This is an optimization exercise on Yosys and OpenROAD, whose aim is small area and a short achievable clock period, not a production implementation.
Where RTL was checked, it was by simulation tests only, not by an equivalence proof against the original.
Power is estimated from default activity; no workload was simulated.

==> module sb_lane, before the edit <==
module sb_lane #(
    parameter int sq_depth = 8
) (
    input  logic [sq_depth-1:0]      eq,
    input  logic [sq_depth-1:0]      live,
    input  logic [sq_depth-1:0][7:0] data,
    input  logic [7:0]               cache,
    input  logic                     cache_sel,
    output logic [7:0]               merged
);
    logic [1:0][sq_depth-1:0] hit;
    for (genvar i = 0; i < sq_depth; i++) begin : g_hit
        sb_and2 i_h0 (.a(eq[i]), .b(live[i]), .y(hit[0][i]));
        sb_and2 i_h1 (.a(eq[i]), .b(live[i]), .y(hit[1][i]));
    end
    for (genvar k = 0; k < 8; k++) begin : g_bit
        logic [3:0] t;
        logic       f;
        for (genvar j = 0; j < 4; j++) begin : g_pair
            sb_a22oi i_t (.a1(data[2*j][k]), .a2(hit[k/4][2*j]), .b1(data[2*j+1][k]),
                          .b2(hit[k/4][2*j+1]), .y(t[j]));
        end
        sb_nand4 i_f (.a(t[0]), .b(t[1]), .c(t[2]), .d(t[3]), .y(f));
        sb_a21o  i_m (.a1(cache[k]), .a2(cache_sel), .b1(f), .y(merged[k]));
    end
endmodule
==> module load_align, before the edit <==
module load_align #(
    parameter int sq_depth = 8
) (
    input  logic [sq_depth-1:0]       eq,
    input  logic [sq_depth-1:0][3:0]  live,
    input  logic [sq_depth-1:0][31:0] data,
    input  logic [31:0]               cache_rdata,
    input  logic [3:0]                cache_sel,
    input  logic [1:0]                addr_low,
    input  logic [2:0]                funct3,
    output logic [31:0]               result
);
    logic [31:0] merged;
    logic [3:0][sq_depth-1:0]      lane_live;
    logic [3:0][sq_depth-1:0][7:0] lane_data;
    for (genvar b = 0; b < 4; b++) begin : g_lane
        for (genvar i = 0; i < sq_depth; i++) begin : g_entry
            assign lane_live[b][i] = live[i][b];
            assign lane_data[b][i] = data[i][8*b +: 8];
        end
        sb_lane #(.sq_depth(sq_depth)) i_lane (
            .eq      (eq),
            .live    (lane_live[b]),
            .data    (lane_data[b]),
            .cache   (cache_rdata[8*b +: 8]),
            .cache_sel (cache_sel[b]),
            .merged  (merged[8*b +: 8])
        );
    end
    logic is_word, is_half, is_byte, sign_ext;
    logic [1:0] lo_sel, sign_lane;
    logic [3:0] lo_oh, sign_sel;
    logic       s1, s3, sx;
    assign is_word   = funct3[1];
    assign is_half   = !funct3[1] && funct3[0];
    assign is_byte   = !funct3[1] && !funct3[0];
    assign sign_ext  = !funct3[2];
    assign lo_sel    = is_word ? 2'b00 : (is_half ? {addr_low[1], 1'b0} : addr_low);
    assign lo_oh     = 4'b0001 << lo_sel;
    assign sign_lane = is_half ? {addr_low[1], 1'b1} : lo_sel;
    assign sign_sel  = (sign_ext && !is_word) ? (4'b0001 << sign_lane) : 4'b0000;
    assign s1        = is_word || (is_half && !addr_low[1]);
    assign s3        = is_half && addr_low[1];
    assign sx        = is_byte;
    logic [3:1] ext;
    for (genvar k = 1; k < 4; k++) begin : g_ext
        sb_ext i_ext (
            .top_bits ({merged[31], merged[23], merged[15], merged[7]}),
            .sel      (sign_sel),
            .ext      (ext[k])
        );
    end
    for (genvar k = 0; k < 8; k++) begin : g_res
        logic [1:0] t;
        sb_a22oi i_t0 (.a1(lo_oh[0]), .a2(merged[k]),      .b1(lo_oh[1]), .b2(merged[8+k]),  .y(t[0]));
        sb_a22oi i_t1 (.a1(lo_oh[2]), .a2(merged[16+k]),   .b1(lo_oh[3]), .b2(merged[24+k]), .y(t[1]));
        sb_nand2 i_r0 (.a(t[0]), .b(t[1]), .y(result[k]));
        logic u0, u1;
        sb_a22oi i_u0 (.a1(s1), .a2(merged[8+k]), .b1(s3), .b2(merged[24+k]), .y(u0));
        sb_nand2 i_u1 (.a(sx), .b(ext[1]), .y(u1));
        sb_nand2 i_r1 (.a(u0), .b(u1), .y(result[8+k]));
        sb_a22o  i_r2 (.a1(is_word), .a2(merged[16+k]), .b1(!is_word), .b2(ext[2]), .y(result[16+k]));
        sb_a22o  i_r3 (.a1(is_word), .a2(merged[24+k]), .b1(!is_word), .b2(ext[3]), .y(result[24+k]));
    end
endmodule
clock: 10.0 ns
lec_check: 0
cap_margin: 20
core_margin: 2
core_utilization: 35
cts_buf_list: sky130_fd_sc_hd__clkbuf_16
cts_cluster_diameter: 80
cts_cluster_size: 25
place_density: 0.5
setup_slack_margin: 3.2
slew_margin: 20
synth_hierarchical: 1
tns_end_percent: 2
standard.sh (not shown) runs the stock make flow with config.mk's settings and CLKGATE_MAP_FILE= SYNTH_SCRIPT=/design/flow/synth_recipe.tcl, a recipe that flattens the netlist after the stock synthesis.
==> flow/flow/run.sh <==
#!/bin/bash
# Layout: the standard flow with two changes to how cells are picked.
#  - The port buffers use the smallest buffer cell instead of the one
#    buffer_ports picks by itself; timing repair resizes the critical ones.
#  - Slow wide OR/NOR cells (three or four series PMOS) are added to the
#    platform's don't-use list, so mapping and repair build the wide ORs of
#    the forwarding logic from NAND/AOI stages instead.
set -euo pipefail
export BUFFER_PORTS_ARGS="-buffer_cell sky130_fd_sc_hd__buf_1"
plat=$(make -s -C "$FLOW_HOME" DESIGN_CONFIG="$PWD/config.mk" WORK_HOME="$PWD/orfs" \
       print-DONT_USE_CELLS 2> print_dont_use.log | sed -n 's/^DONT_USE_CELLS: //p')
slow=""
for c in or3_1 or3_2 or3_4 or3b_1 or3b_2 or3b_4 or4_1 or4_2 or4_4 or4b_1 or4b_2 or4b_4 \
         or4bb_1 or4bb_2 or4bb_4 nor4_1 nor4_2 nor4_4 nor4b_1 nor4b_2 nor4b_4 nor4bb_1 \
         nor4bb_2 nor4bb_4 a2111o_1 a2111o_2 a2111o_4 a2111oi_0 a2111oi_1 a2111oi_2 \
         a2111oi_4 o2111a_1 o2111a_2 o2111a_4 o2111ai_1 o2111ai_2 o2111ai_4; do
  slow="$slow sky130_fd_sc_hd__$c"
done
echo "DONT_USE_CELLS=$plat$slow" > dont_use.txt
bash standard.sh "DONT_USE_CELLS=$plat$slow" synth > synth.log 2>&1
bash standard.sh "DONT_USE_CELLS=$plat$slow" finish > layout.log 2>&1
Change:
--- a/flow/design.v
+++ b/flow/design.v
@@ -46,8 +46,14 @@
 endmodule
 module sb_a22o (input logic a1, a2, b1, b2, output logic y);
     assign y = (a1 & a2) | (b1 & b2);
 endmodule
+module sb_nand3 (input logic a, b, c, output logic y);
+    assign y = ~(a & b & c);
+endmodule
+module sb_a211o (input logic a1, a2, b1, c1, output logic y);
+    assign y = (a1 & a2) | b1 | c1;
+endmodule
 `timescale 1ns/1ps
 module sb_entry_cmp (
     input  logic [29:0] entry_addr,
     input  logic [29:0] addr,
@@ -158,16 +164,16 @@
         sb_and2 i_h0 (.a(eq[i]), .b(live[i]), .y(hit[0][i]));
         sb_and2 i_h1 (.a(eq[i]), .b(live[i]), .y(hit[1][i]));
     end
     for (genvar k = 0; k < 8; k++) begin : g_bit
-        logic [3:0] t;
-        logic       f;
-        for (genvar j = 0; j < 4; j++) begin : g_pair
-            sb_a22oi i_t (.a1(data[2*j][k]), .a2(hit[k/4][2*j]), .b1(data[2*j+1][k]),
-                          .b2(hit[k/4][2*j+1]), .y(t[j]));
+        logic [7:0] n;
+        logic [1:0] p;
+        for (genvar i = 0; i < 8; i++) begin : g_entry
+            sb_nand2 i_n (.a(data[i][k]), .b(hit[k/4][i]), .y(n[i]));
         end
-        sb_nand4 i_f (.a(t[0]), .b(t[1]), .c(t[2]), .d(t[3]), .y(f));
-        sb_a21o  i_m (.a1(cache[k]), .a2(cache_sel), .b1(f), .y(merged[k]));
+        sb_nand4 i_p0 (.a(n[0]), .b(n[1]), .c(n[2]), .d(n[3]), .y(p[0]));
+        sb_nand4 i_p1 (.a(n[4]), .b(n[5]), .c(n[6]), .d(n[7]), .y(p[1]));
+        sb_a211o i_m  (.a1(cache[k]), .a2(cache_sel), .b1(p[0]), .c1(p[1]), .y(merged[k]));
     end
 endmodule
 module sb_ext (
     input  logic [3:0] top_bits,
@@ -228,16 +234,18 @@
             .ext      (ext[k])
         );
     end
     for (genvar k = 0; k < 8; k++) begin : g_res
-        logic [1:0] t;
-        sb_a22oi i_t0 (.a1(lo_oh[0]), .a2(merged[k]),      .b1(lo_oh[1]), .b2(merged[8+k]),  .y(t[0]));
-        sb_a22oi i_t1 (.a1(lo_oh[2]), .a2(merged[16+k]),   .b1(lo_oh[3]), .b2(merged[24+k]), .y(t[1]));
-        sb_nand2 i_r0 (.a(t[0]), .b(t[1]), .y(result[k]));
-        logic u0, u1;
-        sb_a22oi i_u0 (.a1(s1), .a2(merged[8+k]), .b1(s3), .b2(merged[24+k]), .y(u0));
-        sb_nand2 i_u1 (.a(sx), .b(ext[1]), .y(u1));
-        sb_nand2 i_r1 (.a(u0), .b(u1), .y(result[8+k]));
+        logic [3:0] t;
+        for (genvar l = 0; l < 4; l++) begin : g_lo
+            sb_nand2 i_t (.a(lo_oh[l]), .b(merged[8*l+k]), .y(t[l]));
+        end
+        sb_nand4 i_r0 (.a(t[0]), .b(t[1]), .c(t[2]), .d(t[3]), .y(result[k]));
+        logic u0, u1, u2;
+        sb_nand2 i_u0 (.a(s1), .b(merged[8+k]),  .y(u0));
+        sb_nand2 i_u1 (.a(s3), .b(merged[24+k]), .y(u1));
+        sb_nand2 i_u2 (.a(sx), .b(ext[1]),       .y(u2));
+        sb_nand3 i_r1 (.a(u0), .b(u1), .c(u2), .y(result[8+k]));
         sb_a22o  i_r2 (.a1(is_word), .a2(merged[16+k]), .b1(!is_word), .b2(ext[2]), .y(result[16+k]));
         sb_a22o  i_r3 (.a1(is_word), .a2(merged[24+k]), .b1(!is_word), .b2(ext[3]), .y(result[24+k]));
     end
 endmodule
The changed run completed with no timing, DRC or antenna violations.
Synthesized cell count goes up by roughly a tenth.
Count of clock-buffer cells in the layout goes down by 1.
Power falls slightly.
Sequential share of layout area is higher by 1.6 points.
Worst setup slack got worse by 0.0034 ns.
Final cell count goes up by a few percent.
Sequential cell count is unchanged.
Final area falls by a few percent.
Global-route usage is higher by 0.52 points.
Maximum frequency hardly moves.
Via count grows by a few percent.
Worst hold slack got worse by 0.023 ns.
Register-to-register slack gains 0.59 ns.
Function not checked in the first run of this note: the RTL went through the layout flow alone.

re-timing with driven ports:
In the flow no input, the clock included, has a driving cell. The finished layouts below were timed again as built, in two steps.
Step 1, drivers: a clkbuf_16 drives clk and a buf_2 each remaining input, both assumed.
Step 2 also shifts input and output timing later by t, the mid clock arrival at the registers, as if the neighbouring blocks saw the same clock.
Slacks: no drivers / after step 1 / after step 2; pairs: no drivers / after step 1.
| run | shift t [ns] | setup WS [ns] | worst setup path at the end | slew at the worst register clock pin (ns) |
|---|---|---|---|---|
| the first run | 0.651 | 3.272 / 3.243 / 3.243 | input to output | 0.10 / 0.10 |
| the second run | 0.651 | 3.269 / 3.243 / 3.243 | input to output | 0.10 / 0.10 |
After both steps setup and hold are still met in every run listed. The setup slack of the first run, which loses most, moves by -0.029 ns with the drivers and by -0.029 ns with both steps.
